What follows belongs to an exercise in optimizing a design on an open flow for small area, a short achievable clock period and few clock cycles per item; a production flow would make more cautious choices.
In this exercise RTL edits were held to simulation tests only and were not proved equivalent to the original.
Power is estimated from default activity; no workload was simulated.

Setup of old:
==> flow/design.v (excerpt) <==
module tremolo_lfo_gain (
    input  logic                           clk,
    input  logic                           rst_n,
    input  logic                           s_axis_tvalid,
    output logic                           s_axis_tready,
    input  logic [15:0]                    s_axis_tdata,    
    output logic                           m_axis_tvalid,
    input  logic                           m_axis_tready,
    output logic [15:0]                    m_axis_tdata,    
    input  logic                           cfg_we,
    input  logic                           cfg_index,
    input  logic [tlg_pkg::HP_W-1:0]       cfg_data
);
For scale: roughly 7300 cells after synthesis, ~620 flip-flops, about 60 I/O pins, about 55000 µm² of cells after synthesis.
Settings: LEC_CHECK=0, ABC_AREA=1, CAP_MARGIN=20, CORE_MARGIN=2, CORE_UTILIZATION=40, CTS_BUF_LIST=sky130_fd_sc_hd__clkbuf_4 sky130_fd_sc_hd__clkbuf_8, PLACE_DENSITY=0.6, SETUP_SLACK_MARGIN=5, SLEW_MARGIN=20, TNS_END_PERCENT=100; clock period 10.0 ns.
standard.sh (not shown) runs the stock make flow with config.mk's settings and CLKGATE_MAP_FILE= SYNTH_SCRIPT=/design/flow/synth_recipe.tcl, a recipe that flattens the netlist after the stock synthesis.
==> flow/flow/run.sh <==
#!/bin/bash
set -euo pipefail
MARGIN=${MARGIN:-6.0}
sed -e "s/SETUP_SLACK_MARGIN=[^ ]*/SETUP_SLACK_MARGIN=${MARGIN}/" standard.sh > standard_margin.sh
grep -q "SETUP_SLACK_MARGIN=${MARGIN}" standard_margin.sh
bash standard_margin.sh > flow_make.log 2>&1
Per the final summary, old finished and its layout is clean on timing, DRC and antenna.
Testbench counts of old, summed over its fixed seeds: cycles 10,344, items 9,600.
### old -> new
--- a/flow/design.v
+++ b/flow/design.v
@@ -74,15 +74,14 @@
     logic                        fix1_reg;
     logic                        f1p_reg;      
     logic                        fix2_reg;
     logic [tlg_pkg::C_W-1:0]     c_reg;
     logic [HW-1:0]               d_reg;
     logic [tlg_pkg::A_W-1:0]     a_reg;
     logic [HW-1:0]               b_reg;
-    logic                        dz_reg;       
     logic                        hp_wr;
     logic                        sel_wr;
     logic [HW-1:0]               cfg_h;
     logic                        start;
     logic [HW-1:0]               h_src;
     logic [2:0]                  g_skip;       
     logic [2:0]                  pre_next;
@@ -190,15 +189,15 @@
     assign bx_nx   = f1p_reg ? d_reg : b_reg;
     assign op_b    = up_nx ? {2'b00, bx_nx} : ~{2'b00, bx_nx};
     assign op_h    = {2'b00, bx_nx} - {2'b00, h_reg};
     assign r_a     = {2'b00, rf_reg} + bop_reg + {{(HW+1){1'b0}}, ucin_reg};
     assign r_b     = {2'b00, rf_reg} + bhop_reg + {{(HW+1){1'b0}}, ucin_reg};
     assign r_sel   = ucin_reg ? r_a[HW+1] : !r_b[HW+1];
     assign rf_inc = r_sel ? r_b[HW-1:0] : r_a[HW-1:0];
-    assign rf_hd  = dz_reg ? '0 : (h_reg - d_reg);
+    assign rf_hd  = (d_reg == '0) ? '0 : (h_reg - d_reg);
     assign rf_l1  = t_hi ? d_reg : (t_lo ? rf_hd : rf_inc);
     logic [QW-1:0]               qf_reg;
     logic                        corr_reg;     
     logic [WW-1:0]               p_reg;        
     logic                        q_x0;
     logic [QW-1:0]               q_x;
     logic [QW-1:0]               q_y;
@@ -210,15 +209,15 @@
     assign q_x    = q_x0 ? '0 : qf_reg;
     assign q_y    = fix2_reg  ? ~{1'b0, c_reg} :
                     evhi_reg  ?  {1'b0, c_reg} :
                     evlo_reg  ? ~{1'b0, c_reg} :
                     sqpos_reg ?  a_reg : ~a_reg;
     assign q_cin  = fix2_reg  ? !cy_reg :
                     evhi_reg  ? 1'b0 :
-                    evlo_reg  ? dz_reg :
+                    evlo_reg  ? (d_reg == '0) :
                     sqpos_reg ? cy_reg : !cy_reg;
     assign qf_new = q_x + q_y + {{(QW-1){1'b0}}, q_cin};
     assign p_sum  = {3'b000, p_reg} + {qf_reg[QW-1], qf_reg} + {{QW{1'b0}}, corr_reg};
     assign p_new  = p_sum[QW] ? '0 :
                     ((p_sum[QW-1:WW-1] != '0) ? tlg_pkg::U_TOP : p_sum[WW-1:0]);
     logic [HW-1:0] d1_rem;
     logic          d1_q;
@@ -430,15 +429,14 @@
             b_reg <= '0;
         end
         else if (d3_reg)
         begin
             a_reg <= {a_reg[tlg_pkg::A_W-2:0], d3_q};
             b_reg <= d3_rem;
         end
-        dz_reg   <= (d_reg == '0);
         k1op_reg <= dir_next ? {1'b0, k1} : ~{1'b0, k1};
         bop_reg  <= op_b;
         bhop_reg <= up_nx ? op_h : ~op_h;
         ucin_reg <= !up_nx;
         if (start)
         begin
             rf_reg <= '0;
Findings:
- old → new: placement-stage cell area ~0 delta, register share of total power +0.5 points, sequential fraction of total cell area closely matched the old numbers, cell count fell by 42, count of state elements after synthesis neither gained nor lost much.
- | number of clock sinks seen by CTS | old vs new | ≈ equal |
- Re number of vias in the routed layout: old was lower than new.
- Going from old to new, final wirelength increased 4.5 mm, cell area after synthesis shows no meaningful change, non-clock buffer count higher, number of sequential cells did not really move.
- Lower number of buffers inserted to repair setup after CTS among new and old: old
- Least setup slack across all paths after layout was lower in new than in old.
Testbench counts of new, summed over its fixed seeds: cycles 10,344, items 9,600.

## what the ideal ports hide
No port has a modelled driver above. Below, the same layouts with a new extraction and two added sets of constraints. Step 1 assumes that a clkbuf_16 drives the clock port and a buf_2 every other input. Step 2 times the ports against the registers' clock, not the clock port: input delays grow and output delays shrink by t, the midpoint of the rising clock arrivals with the driver on. a / b / c = no drivers / after step 1 / after step 2; a / b = the first two.
run | t, ns | setup slack, ns | hold WS [ns] | cell pins on the clock port's net
old | 0.912 | 5.893 / 5.931 / 5.019 | 0.444 / 0.444 / 0.444 | 1
new | 0.918 | 5.833 / 5.885 / 4.967 | 0.445 / 0.445 / 0.445 | 1
After both steps every run listed still meets setup and hold. The setup slack of old, which loses most, moves by +0.038 ns with the drivers and by -0.874 ns with both steps.
